What follows belongs to an exercise in optimizing a design on an open flow for small area, a short achievable clock period and few clock cycles per item; a production flow would make more cautious choices. The RTL was checked by simulation tests, not by an equivalence proof against the original design. Power is estimated from default activity; no workload was simulated.

<file path="flow/design.v">
package cwcc_pkg;
  localparam int WINDOW_SIZE = 120;
  localparam int POS_W       = 12;
  localparam int SYM_W       = 3;
  localparam int T_W         = 23;
endpackage
module cwcc_classify (
  input  logic signed [cwcc_pkg::T_W-1:0] t_blue,
  input  logic signed [cwcc_pkg::T_W-1:0] t_green,
  input  logic signed [cwcc_pkg::T_W-1:0] t_red,
  input  logic                            octal_mode,
  output logic [cwcc_pkg::SYM_W-1:0]      symbol
);
  logic signed [cwcc_pkg::T_W+1:0] t_sum;
  logic [2:0] neg, pos;    
  logic [7:0] ok;
  logic [cwcc_pkg::SYM_W-1:0] oct_sym;
  always_comb begin
    t_sum = (cwcc_pkg::T_W+2)'(t_blue) + (cwcc_pkg::T_W+2)'(t_green) +
            (cwcc_pkg::T_W+2)'(t_red);
    neg = {t_blue[cwcc_pkg::T_W-1], t_green[cwcc_pkg::T_W-1], t_red[cwcc_pkg::T_W-1]};
    pos = {!t_blue[cwcc_pkg::T_W-1]  && (t_blue  != '0),
           !t_green[cwcc_pkg::T_W-1] && (t_green != '0),
           !t_red[cwcc_pkg::T_W-1]   && (t_red   != '0)};
    ok[0] = (neg & ~3'b000) == '0 && (pos & 3'b000) == '0;
    ok[1] = (neg & ~3'b111) == '0 && (pos & 3'b111) == '0;
    ok[2] = (neg & ~3'b001) == '0 && (pos & 3'b001) == '0;
    ok[3] = (neg & ~3'b100) == '0 && (pos & 3'b100) == '0;
    ok[4] = (neg & ~3'b010) == '0 && (pos & 3'b010) == '0;
    ok[5] = (neg & ~3'b101) == '0 && (pos & 3'b101) == '0;
    ok[6] = (neg & ~3'b011) == '0 && (pos & 3'b011) == '0;
    ok[7] = (neg & ~3'b110) == '0 && (pos & 3'b110) == '0;
    oct_sym = 3'd7;
    for (int i = 6; i >= 0; i--) begin
      if (ok[i]) oct_sym = 3'(i);
    end
    if (octal_mode) symbol = oct_sym;
    else            symbol = {2'b00, (t_sum > 0)};
  end
endmodule
module center_window_color_classifier (
  input  logic             clk,
  input  logic             rst_n,
  input  logic             cfg_valid,
  output logic             cfg_ready,
  input  logic [1:0]       cfg_index,
  input  logic [cwcc_pkg::POS_W-1:0] cfg_data,
  input  logic             in_valid,
  output logic             in_ready,
  input  logic [7:0]       in_pixel_blue,
  input  logic [7:0]       in_pixel_green,
  input  logic [7:0]       in_pixel_red,
  input  logic             in_frame_start,
  output logic             out_valid,
  input  logic             out_ready,
  output logic [cwcc_pkg::SYM_W-1:0] out_symbol
);
  localparam int PW = cwcc_pkg::POS_W;
  localparam int TW = cwcc_pkg::T_W;
  typedef struct packed {
    logic ix;
    logic le;
    logic iy;
    logic ye;
  } flags_t;
  function automatic logic [1:0] axis(input logic [PW-1:0] p, input logic [PW-1:0] e_reg);
    logic [PW-1:0] e;
    logic [PW:0]   half, p1;
    e    = (e_reg == '0) ? PW'(1) : e_reg;
    half = {2'b00, e[PW-1:1]};
    p1   = {1'b0, p} + (PW+1)'(1);
    axis[1] = ({1'b0, p} + (PW+1)'(60) >= half) && ({1'b0, p} < half + (PW+1)'(60)) &&
              (p1 <= {1'b0, e});
    axis[0] = (p1 >= {1'b0, e});
  endfunction
  function automatic flags_t flags(input logic [PW-1:0] c, input logic [PW-1:0] r,
                                   input logic [PW-1:0] w, input logic [PW-1:0] h);
    logic [1:0] fx, fy;
    fx = axis(c, w);
    fy = axis(r, h);
    flags = {fx[1], fx[0], fy[1], fy[0]};
  endfunction
  logic [PW-1:0] frame_width_r, frame_height_r;
  logic          octal_mode_r, octal_mode_d;
  logic [PW-1:0] column_r, row_r;
  flags_t        flags_r;
  logic          recompute_r;
  logic          fresh_r;
  logic          frame_done_r;
  logic signed [TW-1:0] t_blue_r, t_green_r, t_red_r;
  logic          in_ready_r;
  logic          out_valid_r;
  logic [cwcc_pkg::SYM_W-1:0] out_symbol_r, symbol;
  flags_t        f_zero, f_after_zero, f_cmp, cur;
  logic [PW-1:0] c_cmp, r_cmp;
  logic          accept, clear, in_win, frame_end, can_end, size_write;
  logic signed [TW-1:0] v_blue, v_green, v_red;
  assign cfg_ready = 1'b1;
  always_comb begin
    f_zero = flags('0, '0, frame_width_r, frame_height_r);
    if (f_zero.le && f_zero.ye) f_after_zero = f_zero;
    else if (f_zero.le)         f_after_zero = flags('0, PW'(1), frame_width_r, frame_height_r);
    else                        f_after_zero = flags(PW'(1), '0, frame_width_r, frame_height_r);
    if (recompute_r) begin
      c_cmp = column_r;
      r_cmp = row_r;
    end else if (flags_r.le) begin
      c_cmp = '0;
      r_cmp = row_r + PW'(1);
    end else begin
      c_cmp = column_r + PW'(1);
      r_cmp = row_r;
    end
    f_cmp = flags(c_cmp, r_cmp, frame_width_r, frame_height_r);
    accept    = in_valid && in_ready_r;
    cur       = in_frame_start ? f_zero : flags_r;
    clear     = in_frame_start || fresh_r;
    in_win    = cur.ix && cur.iy;
    frame_end = cur.le && cur.ye;
    can_end   = (flags_r.le && flags_r.ye) || (f_zero.le && f_zero.ye);
    size_write = cfg_valid && !cfg_index[1];
    v_blue  = TW'($signed({in_pixel_blue  ^ 8'h7F, 1'b1}));
    v_green = TW'($signed({in_pixel_green ^ 8'h7F, 1'b1}));
    v_red   = TW'($signed({in_pixel_red   ^ 8'h7F, 1'b1}));
  end
  cwcc_classify u_classify (
    .t_blue     (t_blue_r),
    .t_green    (t_green_r),
    .t_red      (t_red_r),
    .octal_mode (octal_mode_d),
    .symbol     (symbol)
  );
  always_ff @(posedge clk) begin
    octal_mode_d <= octal_mode_r;
    if (!rst_n) begin
      frame_width_r  <= PW'(1280);
      frame_height_r <= PW'(720);
      octal_mode_r   <= 1'b0;
      column_r       <= '0;
      row_r          <= '0;
      recompute_r    <= 1'b1;
      fresh_r        <= 1'b1;
      frame_done_r   <= 1'b0;
      in_ready_r     <= 1'b0;
      out_valid_r    <= 1'b0;
    end else begin
      if (cfg_valid) begin
        case (cfg_index)
          2'd0: frame_width_r  <= cfg_data;
          2'd1: frame_height_r <= cfg_data;
          2'd2: octal_mode_r   <= cfg_data[0];
          default: ;
        endcase
      end
      recompute_r  <= size_write;
      frame_done_r <= accept && frame_end;
      if (accept) begin
        fresh_r <= frame_end;
        if (frame_end) begin
          column_r <= '0;
          row_r    <= '0;
        end else if (cur.le) begin
          column_r <= '0;
          row_r    <= (in_frame_start ? '0 : row_r) + PW'(1);
        end else begin
          column_r <= (in_frame_start ? '0 : column_r) + PW'(1);
          if (in_frame_start) row_r <= '0;
        end
      end
      in_ready_r <= !size_write && !frame_done_r && !(out_valid_r && !out_ready) &&
                    !(accept && frame_end);
      if (frame_done_r) begin
        out_valid_r <= 1'b1;
      end else if (out_ready) begin
        out_valid_r <= 1'b0;
      end
    end
  end
  always_ff @(posedge clk) begin
    if (recompute_r) begin
      flags_r <= f_cmp;
    end else if (accept) begin
      if (frame_end)           flags_r <= f_zero;
      else if (in_frame_start) flags_r <= f_after_zero;
      else                     flags_r <= f_cmp;
    end
    if (accept && (in_win || clear)) begin
      t_blue_r  <= (clear ? '0 : t_blue_r)  + (in_win ? v_blue  : '0);
      t_green_r <= (clear ? '0 : t_green_r) + (in_win ? v_green : '0);
      t_red_r   <= (clear ? '0 : t_red_r)   + (in_win ? v_red   : '0);
    end
    if (frame_done_r) out_symbol_r <= symbol;
  end
  assign in_ready   = in_ready_r;
  assign out_valid  = out_valid_r;
  assign out_symbol = out_symbol_r;
endmodule
</file>
<file path="flow/run.sh">
#!/bin/bash
# synth_recipe.tcl (not shown) runs the flow's synth.tcl, then flattens the netlist and writes it again
# the make line also repeats each setting of config.mk as NAME=value (left out here)
make -C /OpenROAD-flow-scripts/flow DESIGN_CONFIG=/design/flow/config.mk WORK_HOME=/design/flow/orfs CLKGATE_MAP_FILE= SYNTH_SCRIPT=/design/flow/synth_recipe.tcl finish
</file>
<file path="flow/config.mk">
export PLATFORM = sky130hd
export DESIGN_NAME = center_window_color_classifier
export DESIGN_NICKNAME = center_window_color_classifier
export VERILOG_FILES = /design/flow/design.v
export SDC_FILE = /design/flow/constraint.sdc
export NUM_CORES = 4
export LEC_CHECK = 0
export CAP_MARGIN = 20
export CORE_MARGIN = 2
export CORE_UTILIZATION = 40
export SLEW_MARGIN = 20
</file>
<file path="flow/constraint.sdc">
create_clock -name core_clock -period 10.0 [get_ports {clk}]
set_input_delay 2.0000 -clock core_clock [delete_from_list [all_inputs] [get_ports {clk}]]
set_output_delay 2.0000 -clock core_clock [all_outputs]
set_load 0.01 [all_outputs]
</file>
==> flow_summary.ini, run 1 <==
[power]
p_leak_nw = 6.18
p_per_area_nw_per_um2 = 100
ir_drop_uv = 126

[synth]
synth_edf_count = 76
synth-async-reset-ratio_pct = 0
synth_seq_cells = 131
avgSynthCellArea_um2 = 8.11
synthesis.area_um2 = 14000
synth_area_leader_cell = edfxtp_1
ys_seq_area_share_pct = 24.1
syn_inst = 1732
yosysUniqueCellTypes = 90
ys_warn_count = 2
synth_nets = 1952
synthTopCellsByArea = edfxtp_1 16%, ha_1 13%, dfxtp_1 7.8%, xnor2_1 6.5%, nand2_1 4.7%
synth_top_area_share_pct = 16.3
ys.flop_type = edfxtp_1

[sta]
fmax_mhz = 140
finalCritPeriodShare_pct = 71.5
timing.setup.tns_ns = 0
fin_skew_ns = 0.0115
worst_pin_slew_ns = 1.11
setup_viol = 0
slew_headroom_pct = 25.2
period_needed_ns = 7.15
rsz0062_at_grt = false
slew_viol_final = 0
timing_hold_violations_final = 0

[drt]
wl_um = 38700
via_count = 12660
routed_via_density = 5.73
drc_errors = 0
dr.pass1.iters = 5
drt_iter0_markers = 771
wire_per_inst_um = 17.5
drt.antenna.violating_nets = 0

[worst_setup_path]
cp_max_fo = 24
critPathRequiredTime_ns = 10.17
reg2reg_to = t_red_r[20]$_DFFE_PP_
crit_path_end = t_green_r[19]$_DFFE_PP_
r2r_start = frame_height_r[3]$_SDFFE_PN0P_
setup.worst_path.end_class = register
startpoint_type = primary input
r2r_slack_ns = 4.44
critPathSlowestCell = clkdlybuf4s50_1
cp-startpoint = in_frame_start
reg2regPathDepth = 21
path_class = primary input to register
path_cells = clkdlybuf4s50_1, buf_4, clkinv_1, or3_4, nor4_4, nor2_2, buf_4, inv_1, nand2b_1, inv_1, ha_1, a211oi_1, o21bai_1, o311a_1, o21a_1, o311ai_1, a311oi_2, or3_1, o31a_1, o21ai_1, nand4_1
critPathMaxStageDelay_ns = 0.46
cp.arrival_ns = 7.33

[global_routing]
antenna_found_initial = 0
grt_overflow = 0
grt_max_degree = 57
grt_pass1_vias = 12298
grtUsageTotal_pct = 21.5
grt_pass1_wl_um = 63000

[cts]
clk_pin_slew_worst_paths_ns = 0.06
cts_buffers = 17
cts_sinks = 131
ctsLongestPathBuffers = 2
cts_setup_buffers = 0
htreeDepth = 4
clock_latency_ns = 0.44
cts_tree = yes
ctsResizeCount = 0
cts_root_buf = clkbuf_16
cts_hold_buffers = 0

[floorplanning]
die_y_um = 191
num_io_pins = 50
core.rowCount = 68
fp.coreArea_um2 = 34500
die_area_um2 = 36600
initial_core_util_pct = 40.7
die_w_um = 191

[cells_and_area]
drive_above_1_share_pct = 5.01
layout_commonest_cell = nand2_1
finalInstanceArea_um2 = 15500
fin_nets = 1963
most-common-layout-cells = 176 x nand2_1, 149 x ha_1, 132 x nor2_1
diodes = 0
areaGrowthSynthToFinish_pct = 10.6

[run]
drv_cap = 0

[place]
hpwl_um = 30000
io_buffer_count = 48
gp_congestion = 0.907
place_area_um2 = 14900

[run_status]
outcome = timing/DRC/antenna clean

[min_path]
min_path_type = register to register
==> critical path, delay by kind of cell <==
family	cells	cell delay, ns
AND/OR/NAND/NOR	6	1.52
buffers and inverters	6	1.62
adder cells (fa/ha/maj)	1	0.24
AO/OA/AOI/OAI	8	1.92
==> flip-flops by register name, indices dropped and copies added (netlist names) <==
| signal | cells |
|---|---|
| t_blue_r | 23 |
| t_green_r | 23 |
| t_red_r | 23 |
| column_r | 12 |
| frame_height_r | 12 |
| frame_width_r | 12 |
| row_r | 12 |
| flags_r | 4 |
| out_symbol_r | 3 |
| frame_done_r | 1 |
| fresh_r | 1 |
| in_ready_r | 1 |
| octal_mode_d | 1 |
| octal_mode_r | 1 |
| out_valid_r | 1 |
| recompute_r | 1 |
==> layer usage <==
layer / global-route usage, % / vias up / wire length (µm)
li1: - / 6314 / -
met1: 27.2 / 6033 / 17900
met5: 0 / - / 0
met4: 7.10 / 0 / 869
met2: 37.7 / 262 / 18700
met3: 2.70 / 51 / 1260
==> Yosys cell counts (all sizes together), types with 12 or more instances <==
library cell and count:
nor2b 39, o21a 15, nand3 53, nand4 26, xor2 20, inv 87, a21o 31, nor2 134
clkbuf 57, or2 17, nor4 35, fa 27, ha 149, a21boi 35, nor3 55, a21oi 119
o211ai 14, nand2 176, or3 15, and2 60, dfxtp 55, edfxtp 76, and3 15, o21ai 108
o31ai 12, nand2b 30, a211oi 13, xnor2 105, a31oi 22
==> kinds of logic after synthesis <==
kind of cell	share of synthesized area [%]
mux	0.882
buf+inv	4.31
flops	24.1
other cells	0.0267
compound gates	21.0
simple gates	24.8
xor+xnor	7.80
fa+ha+maj	17.1
==> worst min-delay path by stage <==
| stage | cells after the start | endpoint | slack [ns] | startpoint |
|---|---|---|---|---|
| 5_1_grt | 0 | octal_mode_d$_DFF_P_ | 0.42 | octal_mode_r$_SDFFE_PN0P_ |
| 2_1_floorplan | 0 | octal_mode_d$_DFF_P_ | 0.33 | octal_mode_r$_SDFFE_PN0P_ |
| 4_1_cts | 0 | octal_mode_d$_DFF_P_ | 0.41 | octal_mode_r$_SDFFE_PN0P_ |
| 3_3_place_gp | 0 | octal_mode_d$_DFF_P_ | 0.42 | octal_mode_r$_SDFFE_PN0P_ |
| 3_5_place_dp | 0 | octal_mode_d$_DFF_P_ | 0.41 | octal_mode_r$_SDFFE_PN0P_ |
| 6_report | 0 | octal_mode_d$_DFF_P_ | 0.41 | octal_mode_r$_SDFFE_PN0P_ |
==> stage by stage <==
stage / power (mW) / setup WS, ns / util (%) / instances / hold slack [ns]
final: 1.56 / 2.85 / 45.0 / 2211 / 0.415
after global routing: 1.63 / 2.40 / 45.0 / 2211 / 0.416
after CTS: 1.56 / 2.85 / 44.9 / 2210 / 0.413
after detailed placement: 0.922 / 2.38 / 43.2 / 2178 / 0.411
after global placement: 0.919 / 2.54 / 43.2 / 2178 / 0.419
after floorplan: 0.833 / 3.00 / - / 1732 / 0.330
==> power by group <==
part | internal [mW] | total [mW] | switching (mW)
sequential | 0.591 | 0.623 | 0.0323
combinational | 0.125 | 0.292 | 0.167
clock | 0.379 | 0.640 | 0.261
total | 1.10 | 1.56 | 0.460
==> area by class of cell <==
type	count	area, µm²
multi-input cells	1445	10100
flip-flops and latches	131	3380
clock buffers	22	497
inverters	89	334
clock inverters	10	93.8
well taps	455	569
fillers	3455	19000
repair buffers	59	583
Testbench counts, summed over its fixed seeds: cycles 2,736,652, pixels 2,736,476.
==> run 2, diff against run 1 <==
--- a/flow/config.mk
+++ b/flow/config.mk
@@ -10,2 +10,3 @@
 export CORE_UTILIZATION = 40
+export SETUP_SLACK_MARGIN = 5
 export SLEW_MARGIN = 20
==> run 2 against run 1 <==
Still clean; register-to-register slack better by 0.83 ns; first-iteration DRC count grew 20%; power is 1.6% higher; setup slack better by 1.7 ns; cell count up 4.5%; core utilization increased by 5.2 points; worst hold slack improved by 0.0080 ns; final area rose by 12%; highest routed layer is now met5.
==> flow_summary.ini, run 2 <==
[drt]
wire_per_inst_um = 18.4
drc_errors = 0
routed_via_density = 5.75
drt_iter0_markers = 926
dr.pass1.iters = 6
drt.antenna.violating_nets = 0
wl_um = 42500
via_count = 13285

[floorplanning]
num_io_pins = 50
fp.coreArea_um2 = 34500
die_area_um2 = 36600
die_w_um = 191
initial_core_util_pct = 40.7
core.rowCount = 68
die_y_um = 191

[worst_setup_path]
path_class = primary input to register
crit_top_cell = buf_12
critPathMaxStageDelay_ns = 0.33
cp_max_fo = 6
startpoint_type = primary input
critical_path.top_delay_family = compound AO/OA/AOI/OAI gates
setup.worst_path.end_class = register
critPathSlowestCell = or3_4
path_cells = buf_8, buf_12, clkinv_16, or3_4, nor4_4, nor2_4, buf_12, inv_12, nand2b_4, inv_4, ha_4, a211oi_2, o21bai_1, o311a_1, o21a_1, o311ai_4, a311oi_2, buf_4, o31a_1, and2_1, a31oi_1, o211ai_1
critPathBufInv = 7
critPathRequiredTime_ns = 10.16
cp.arrival_ns = 5.58

[cells_and_area]
layout_commonest_cell = nand2_1
fin_nets = 2063
reg_top3 = t_blue_r (23), t_green_r (23), t_red_r (23)
multi_input_area_um2 = 10900
areaGrowthSynthToFinish_pct = 23.5
regArea_um2 = 3380
nFillCells = 3303
finalInstanceArea_um2 = 17300
diodes = 0
drive_above_1_share_pct = 16.6
most-common-layout-cells = 175 x nand2_1, 135 x ha_1, 121 x nor2_1
fin_cells = 2311

[global_routing]
antenna_found_initial = 1
grt_overflow = 0
grt_max_degree = 74
grt_pass1_vias = 13090
grtUsageTotal_pct = 23.2
grt_pass1_wl_um = 67700

[sta]
hold_ws_ns = 0.423
timing_hold_violations_final = 0
slew_viol_final = 0
worst_pin_slew_ns = 0.978
slew_headroom_pct = 34.5
rsz0062_at_grt = true
period_needed_ns = 5.42
finalCritPeriodShare_pct = 54.2
fmax_mhz = 185
fin_skew_ns = 0.0165
setup_viol = 0
timing.setup.tns_ns = 0

[synth]
synthMuxAreaShare_pct = 0.882
synthTopCellsByCount = 176 x nand2_1, 149 x ha_1, 134 x nor2_1
ys_warn_count = 2
synth-simple-area-share_pct = 24.8
avgSynthCellArea_um2 = 8.11
synth_area_leader_cell = edfxtp_1
synth_edf_count = 76
synth_top_area_share_pct = 16.3
synthAdderAreaFrac_pct = 17.1
ys.flop_type = edfxtp_1
synthTopCellsByArea = edfxtp_1 16%, ha_1 13%, dfxtp_1 7.8%, xnor2_1 6.5%, nand2_1 4.7%
synth_nets = 1952
ys_seq_area_share_pct = 24.1
synth_compound_area_share_pct = 21.0
synth_top_family_by_area = simple AND/OR/NAND/NOR gates
syn_inst = 1732
yosysMostFrequentCell = nand2_1
yosysUniqueCellTypes = 90
synth-xor-area-share_pct = 7.80
synthesis.area_um2 = 14000
synth-async-reset-ratio_pct = 0
synth_seq_cells = 131

[power]
ir_drop_uv = 124
p_per_area_nw_per_um2 = 91.1
p_leak_nw = 6.85

[min_path]
min_path_type = register to register

[place]
hpwl_um = 30100
dp.cells = 2174
gp_congestion = 0.886
place_area_um2 = 15100
io_buffer_count = 48

[cts]
htreeDepth = 4
cts_tree = yes
cts_buffers = 17
cts_sinks = 131
ctsLongestPathBuffers = 2
cts_root_buf = clkbuf_16
clk_pin_slew_worst_paths_ns = 0.06
clock_latency_ns = 0.44

[run_status]
outcome = timing/DRC/antenna clean

[run]
drv_cap = 0
## run 2: cell types whose count changed in the layout (fill, tap and decap cells not counted), moves of 6 or more
cell	change
a21oi_2	+16
o21ai_2	+12
inv_1	-8
nor2_2	+8
o21ai_0	-18
a21oi_1	-20
buf_12	+8
ha_4	+11
nor2_1	-11
o21ai_4	+6
buf_6	+17
ha_1	-14
buf_4	+71
## run 2: timing repair
item                       CTS  global route
cloned                       4             0
gates resized for setup    101            69
pin swaps                   68            58
setup buffers               66            35
setup endpoints to repair  118            37
hold buffers                 0             0
## run 2: power by group
group | switching [mW] | internal (mW)
combinational | 0.179 | 0.139
clock | 0.274 | 0.364
sequential | 0.0335 | 0.591
total | 0.486 | 1.09
## run 2: layer usage
| layer | track usage [%] | up-vias | wire (µm) | share of wire, % |
|---|---|---|---|---|
| li1 | - | 6526 | - | - |
| met1 | 29.1 | 6329 | 18500 | 43 |
| met2 | 40.9 | 361 | 21100 | 50 |
| met3 | 2.94 | 67 | 1890 | 4.4 |
| met4 | 7.57 | 2 | 1050 | 2.5 |
| met5 | 0 | - | 11 | 0.026 |
## run 2: stage by stage
stage                     setup slack (ns)  util [%]  total power, mW
after floorplan                       4.19         -            0.836
after global placement                2.88      43.8            0.919
after detailed placement              2.78      43.8            0.924
after CTS                             4.64      48.5             1.58
after global routing                  4.47      50.2             1.65
final                                 4.58      50.2             1.58
## run 2: worst paths after layout
kind                                                      from                 endpoint  slack, ns  cells past startpoint
worst max-delay path                            in_frame_start  t_green_r[17]$_DFFE_PP_       4.58                     22
worst min-delay path                 octal_mode_r$_SDFFE_PN0P_     octal_mode_d$_DFF_P_       0.42                      0
worst max register to register  frame_height_r[3]$_SDFFE_PN0P_    t_red_r[20]$_DFFE_PP_       5.27                     23
worst min register to register       octal_mode_r$_SDFFE_PN0P_     octal_mode_d$_DFF_P_       0.42                      0
## run 2: cells by family after synthesis
family                   Yosys count
other                              1
multiplexers                      12
buffers and inverters            156
XOR/XNOR                         125
flip-flops                       131
AO/OA/AOI/OAI                    449
AND/OR/NAND/NOR                  682
adder cells (fa/ha/maj)          176
## run 2: cell type report
class | instances | share of cell area [%]
clock buffers | 21 | 2.90
multi-input cells | 1447 | 62.8
well taps | 455 | 3.28
repair buffers | 157 | 8.77
inverters | 89 | 2.21
clock inverters | 11 | 0.483
flip-flops and latches | 131 | 19.5

[what the ideal ports hide]
How much do the figures lean on ideal ports? The routed layouts below were timed once more, with nothing changed but the port constraints. Step 1: set_driving_cell puts a clkbuf_16 on clk and a buf_2 on each other input, an assumption about the parent block. Step 2 adds t to the input delays and takes it off the output delays; t is the mean of the earliest and latest rising clock arrival at the registers after step 1. Input paths then give back, and output paths get back, about the clock's delay inside the block. Three values: no drivers, after step 1, after step 2; two values: the first two.
| run | t, ns | setup WS [ns] | worst setup path at the end | latest minus earliest clock arrival (ns) |
|---|---|---|---|---|
| run 1 | 0.484 | 2.846 / 2.878 / 2.393 | input to register | 0.011 / 0.011 |
| run 2 | 0.478 | 4.580 / 4.582 / 4.103 | input to register | 0.017 / 0.017 |
After both steps setup and hold are still met in every run listed. For run 2, which loses most, drivers alone change the setup slack by +0.002 ns; drivers and shift together by -0.477 ns.
